Context: an optimization exercise on an open-source flow, tuned for small area and a short achievable clock period. The choices shown serve that exercise and are no tape-out recipe. Function was checked by simulation only, so behaviour that the tests miss may differ from the original. No activity file was given, so power comes from the tool's default toggle rates.

==> flow/design.v <==
module block_data_memory #(
    parameter int LATENCY    = 5,
    parameter int ADDR_WIDTH = 6,
    parameter int DATA_WIDTH = 32
) (
    input  logic                  CLOCK,
    input  logic                  RESET_N,
    input  logic                  READ,
    input  logic                  WRITE,
    input  logic [ADDR_WIDTH-1:0] ADDRESS,
    input  logic [DATA_WIDTH-1:0] WRITEDATA,
    output logic [DATA_WIDTH-1:0] READDATA,
    output logic                  BUSYWAIT
);
    localparam int RB   = 2;                       
    localparam int RL   = 1 << RB;                 
    localparam int NR   = 1 << (ADDR_WIDTH - RB);  
    localparam int NGRP = NR / 3;                  
    logic                       idle_n;       
    logic                       busy_n;       
    logic [LATENCY-1:0]         acc;          
    logic                       start;        
    logic                       fire;         
    logic [RB-1:0]              req_addr;     
    logic [DATA_WIDTH-1:0]      req_data;
    logic                       req_write;    
    logic                       cleared;      
    logic                       clr;          
    logic [DATA_WIDTH-1:0]      wbus;         
    logic [RB-1:0]              rot;          
    logic [RB-1:0]              pos_next;     
    logic                       at_port;      
    logic                       entering;     
    logic [NR-1:0]              ring_sel;     
    logic [NR-1:0]              wr_word;      
    logic [NR-1:0]              wr_ring;      
    logic                       rd_take;      
    logic [DATA_WIDTH-1:0]      ring [NR][RL];
    logic [DATA_WIDTH-1:0]      rd_word;
    logic [DATA_WIDTH-1:0]      rd_hold;
    assign start = ~idle_n & (READ | WRITE);
    assign fire  = acc[LATENCY-1];
    always_ff @(posedge CLOCK or negedge RESET_N) begin
        if (!RESET_N) begin
            idle_n <= 1'b0;
            busy_n <= 1'b1;
            acc    <= '0;
            rot    <= '0;
            cleared <= 1'b0;
        end else begin
            idle_n <= ~((~idle_n & ~(READ | WRITE)) | (busy_n & idle_n));
            busy_n <= ~(start | (~busy_n & ~fire));
            acc    <= {acc[LATENCY-2:0], start};
            rot    <= rot + 1'b1;
            cleared <= cleared | (rot == '1);
        end
    end
    always_ff @(posedge CLOCK) begin
        if (start) begin
            req_addr  <= ADDRESS[RB-1:0];
            for (int r = 0; r < NR; r++) ring_sel[r] <= (ADDRESS[ADDR_WIDTH-1:RB] == (ADDR_WIDTH-RB)'(r));
            req_data  <= WRITEDATA;
        end
    end
    always_ff @(posedge CLOCK or negedge RESET_N) begin
        if (!RESET_N) begin
            req_write <= 1'b0;
        end else if (start) begin
            req_write <= WRITE;
        end
    end
    assign clr  = ~cleared;
    for (genvar b = 0; b < DATA_WIDTH; b++) begin : g_wbus
        bdm_and2 u_and (.a(req_data[b]), .b(cleared), .y(wbus[b]));
    end
    assign pos_next = (start ? ADDRESS[RB-1:0] : req_addr) + rot + 1'b1;
    always_ff @(posedge CLOCK) begin
        at_port  <= (pos_next == '0);
        entering <= (pos_next == '1);
    end
    assign rd_take = ~busy_n & at_port;
    always_comb begin
        for (int r = 0; r < NR; r++) begin
            wr_word[r]  = req_write & entering & ring_sel[r];
        end
    end
    for (genvar r = 0; r < NR; r++) begin : g_wr
        bdm_xor2 u_xor (.a(clr), .b(wr_word[r]), .y(wr_ring[r]));
    end
    logic [DATA_WIDTH-1:0] ring_in [NR];
    for (genvar r = 0; r < NR; r++) begin : g_port
        logic keep;
        assign keep = ~wr_ring[r];
        for (genvar b = 0; b < DATA_WIDTH; b++) begin : g_bit
            bdm_ao22 u_ao (.a1(ring[r][RL-1][b]), .a2(keep), .b1(wbus[b]), .b2(wr_ring[r]), .y(ring_in[r][b]));
        end
    end
    always_ff @(posedge CLOCK) begin
        for (int r = 0; r < NR; r++) begin
            ring[r][0] <= ring_in[r];
            for (int k = 1; k < RL; k++) begin
                ring[r][k] <= ring[r][k-1];
            end
        end
    end
    for (genvar b = 0; b < DATA_WIDTH; b++) begin : g_bit
        logic [NGRP:0] grp_n;            
        logic [1:0]    l1;
        for (genvar g = 0; g < NGRP; g++) begin : g_grp
            bdm_aoi222 u_aoi (
                .s0(ring_sel[3*g]),   .d0(ring[3*g][0][b]),
                .s1(ring_sel[3*g+1]), .d1(ring[3*g+1][0][b]),
                .s2(ring_sel[3*g+2]), .d2(ring[3*g+2][0][b]),
                .y_n(grp_n[g])
            );
        end
        bdm_nand2 u_last (.a(ring_sel[NR-1]), .b(ring[NR-1][0][b]), .y_n(grp_n[NGRP]));
        bdm_nand3 u_l1_0 (.a(grp_n[0]), .b(grp_n[1]), .c(grp_n[2]), .y_n(l1[0]));
        bdm_nand3 u_l1_1 (.a(grp_n[3]), .b(grp_n[4]), .c(grp_n[5]), .y_n(l1[1]));
        assign rd_word[b] = l1[0] | l1[1];
    end
    always_ff @(posedge CLOCK) begin
        if (rd_take) begin
            rd_hold <= rd_word;
        end
    end
    logic [DATA_WIDTH-1:0] rd_q;
    logic                  rd_valid;
    always_ff @(posedge CLOCK) begin
        if (fire && !req_write) begin
            rd_q <= rd_hold;
        end
    end
    always_ff @(posedge CLOCK or negedge RESET_N) begin
        if (!RESET_N) begin
            rd_valid <= 1'b0;
        end else if (fire && !req_write) begin
            rd_valid <= 1'b1;
        end
    end
    assign READDATA = rd_q & {DATA_WIDTH{rd_valid}};
    logic bw_req_n;
    bdm_o21ai u_bw_req (.a1(READ),   .a2(WRITE),    .b1(RESET_N), .y_n(bw_req_n));
    bdm_o21ai u_bw_out (.a1(idle_n), .a2(bw_req_n), .b1(busy_n),  .y_n(BUSYWAIT));
endmodule
module bdm_aoi222 (
    input  logic s0, d0, s1, d1, s2, d2,
    output logic y_n
);
    assign y_n = ~((s0 & d0) | (s1 & d1) | (s2 & d2));
endmodule
module bdm_nand2 (
    input  logic a, b,
    output logic y_n
);
    assign y_n = ~(a & b);
endmodule
module bdm_nand3 (
    input  logic a, b, c,
    output logic y_n
);
    assign y_n = ~(a & b & c);
endmodule
module bdm_ao22 (
    input  logic a1, a2, b1, b2,
    output logic y
);
    assign y = (a1 & a2) | (b1 & b2);
endmodule
module bdm_xor2 (
    input  logic a, b,
    output logic y
);
    assign y = a ^ b;
endmodule
module bdm_and2 (
    input  logic a, b,
    output logic y
);
    assign y = a & b;
endmodule
module bdm_o21ai (
    input  logic a1, a2, b1,
    output logic y_n
);
    assign y_n = ~((a1 | a2) & b1);
endmodule
Settings: LEC_CHECK=0, CAP_MARGIN=20, CORE_MARGIN=2, CORE_UTILIZATION=70, SETUP_SLACK_MARGIN=2.9, SLEW_MARGIN=20, SYNTH_HIERARCHICAL=1; clock period 5.5 ns.
standard.sh (not shown) runs the stock make flow with config.mk's settings and CLKGATE_MAP_FILE= SYNTH_SCRIPT=/design/flow/synth_recipe.tcl, a recipe that flattens the netlist after the stock synthesis.
==> flow/flow/run.sh <==
#!/bin/bash
# The standard layout (standard.sh, all steps), with two changes:
# - clock tree synthesis uses larger sink clusters (27 sinks, 75 um) and no
#   dummy loads, so the tree needs far fewer buffers;
# - the port buffers that placement inserts on every input and output are
#   buf_2 cells rather than the delay cells it picks by default.
# The make output goes to standard.log here; each step's own log is under
# orfs/logs/.
set -euo pipefail
here=$(cd "$(dirname "${BASH_SOURCE[0]}")/.." && pwd)
cd "$here"
export CTS_ARGS="-sink_clustering_enable -repair_clock_nets -dont_use_dummy_load -sink_clustering_size 27 -sink_clustering_max_diameter 75"
export BUFFER_PORTS_ARGS="-buffer_cell sky130_fd_sc_hd__buf_2"
bash ./standard.sh > "$here/standard.log" 2>&1
The first run passed the timing, DRC and antenna checks.
Edit:
--- a/flow/design.v
+++ b/flow/design.v
@@ -20,26 +20,27 @@
     logic                       busy_n;       
     logic [LATENCY-1:0]         acc;          
     logic                       start;        
     logic                       fire;         
     logic [RB-1:0]              req_addr;     
-    logic [DATA_WIDTH-1:0]      req_data;
+    logic [DATA_WIDTH-1:0]      xfer;         
+    logic [DATA_WIDTH-1:0]      xfer_in;
     logic                       req_write;    
     logic                       cleared;      
     logic                       clr;          
     logic [DATA_WIDTH-1:0]      wbus;         
     logic [RB-1:0]              rot;          
     logic [RB-1:0]              pos_next;     
     logic                       at_port;      
     logic                       entering;     
+    logic [ADDR_WIDTH-RB-1:0]   req_ring;     
     logic [NR-1:0]              ring_sel;     
     logic [NR-1:0]              wr_word;      
     logic [NR-1:0]              wr_ring;      
     logic                       rd_take;      
     logic [DATA_WIDTH-1:0]      ring [NR][RL];
     logic [DATA_WIDTH-1:0]      rd_word;
-    logic [DATA_WIDTH-1:0]      rd_hold;
     assign start = ~idle_n & (READ | WRITE);
     assign fire  = acc[LATENCY-1];
     always_ff @(posedge CLOCK or negedge RESET_N) begin
         if (!RESET_N) begin
             idle_n <= 1'b0;
@@ -56,12 +57,11 @@
         end
     end
     always_ff @(posedge CLOCK) begin
         if (start) begin
             req_addr  <= ADDRESS[RB-1:0];
-            for (int r = 0; r < NR; r++) ring_sel[r] <= (ADDRESS[ADDR_WIDTH-1:RB] == (ADDR_WIDTH-RB)'(r));
-            req_data  <= WRITEDATA;
+            req_ring  <= ADDRESS[ADDR_WIDTH-1:RB];
         end
     end
     always_ff @(posedge CLOCK or negedge RESET_N) begin
         if (!RESET_N) begin
             req_write <= 1'b0;
@@ -69,20 +69,21 @@
             req_write <= WRITE;
         end
     end
     assign clr  = ~cleared;
     for (genvar b = 0; b < DATA_WIDTH; b++) begin : g_wbus
-        bdm_and2 u_and (.a(req_data[b]), .b(cleared), .y(wbus[b]));
+        bdm_and2 u_and (.a(xfer[b]), .b(cleared), .y(wbus[b]));
     end
     assign pos_next = (start ? ADDRESS[RB-1:0] : req_addr) + rot + 1'b1;
     always_ff @(posedge CLOCK) begin
         at_port  <= (pos_next == '0);
         entering <= (pos_next == '1);
     end
-    assign rd_take = ~busy_n & at_port;
+    assign rd_take = ~busy_n & ~req_write & at_port;
     always_comb begin
         for (int r = 0; r < NR; r++) begin
+            ring_sel[r] = (req_ring == (ADDR_WIDTH-RB)'(r));
             wr_word[r]  = req_write & entering & ring_sel[r];
         end
     end
     for (genvar r = 0; r < NR; r++) begin : g_wr
         bdm_xor2 u_xor (.a(clr), .b(wr_word[r]), .y(wr_ring[r]));
@@ -117,30 +118,25 @@
         bdm_nand2 u_last (.a(ring_sel[NR-1]), .b(ring[NR-1][0][b]), .y_n(grp_n[NGRP]));
         bdm_nand3 u_l1_0 (.a(grp_n[0]), .b(grp_n[1]), .c(grp_n[2]), .y_n(l1[0]));
         bdm_nand3 u_l1_1 (.a(grp_n[3]), .b(grp_n[4]), .c(grp_n[5]), .y_n(l1[1]));
         assign rd_word[b] = l1[0] | l1[1];
     end
+    for (genvar b = 0; b < DATA_WIDTH; b++) begin : g_xfer
+        bdm_ao22 u_ao (.a1(WRITEDATA[b]), .a2(start), .b1(rd_word[b]), .b2(~start), .y(xfer_in[b]));
+    end
     always_ff @(posedge CLOCK) begin
-        if (rd_take) begin
-            rd_hold <= rd_word;
-        end
-    end
-    logic [DATA_WIDTH-1:0] rd_q;
-    logic                  rd_valid;
-    always_ff @(posedge CLOCK) begin
-        if (fire && !req_write) begin
-            rd_q <= rd_hold;
+        if ((start && WRITE) || rd_take) begin
+            xfer <= xfer_in;
         end
     end
     always_ff @(posedge CLOCK or negedge RESET_N) begin
         if (!RESET_N) begin
-            rd_valid <= 1'b0;
+            READDATA <= '0;
         end else if (fire && !req_write) begin
-            rd_valid <= 1'b1;
+            READDATA <= xfer;
         end
     end
-    assign READDATA = rd_q & {DATA_WIDTH{rd_valid}};
     logic bw_req_n;
     bdm_o21ai u_bw_req (.a1(READ),   .a2(WRITE),    .b1(RESET_N), .y_n(bw_req_n));
     bdm_o21ai u_bw_out (.a1(idle_n), .a2(bw_req_n), .b1(busy_n),  .y_n(BUSYWAIT));
 endmodule
 module bdm_aoi222 (
Effect: This time the run finished but fails on antenna violations; first-iteration DRC count climbs by 13%; worst hold slack improves by 0.0052 ns; die area is lower by 1.9%; non-clock buffer count is higher by 62; total power shrinks by 19%; cell area is about the same.

-- re-timing with driven ports --
The flow's constraints put no driver on any port. The routed layouts listed below were extracted and timed again, unchanged, in two steps.
Step 1, drivers: a clkbuf_16 drives CLOCK and a buf_2 each remaining input, both assumed.
Step 2 moves the port delays by t, midway between the first and last clock arrival at a register: inputs arrive t later, outputs are due t later. That takes back most of the time a late clock gives input paths.
Slacks: ideal / step 1 / step 2; pairs: ideal / step 1.
| run | shift t [ns] | slack for setup (ns) | clock arrival spread, ns | pins driven straight from the clock port |
|---|---|---|---|---|
| the first run | 0.726 | 2.814 / 2.744 / 2.701 | 0.051 / 0.051 | 1 |
| the second run | 0.726 | 2.887 / 2.795 / 2.366 | 0.041 / 0.041 | 1 |
For the second run, which loses most, drivers alone change the setup slack by -0.092 ns; drivers and shift together by -0.521 ns.
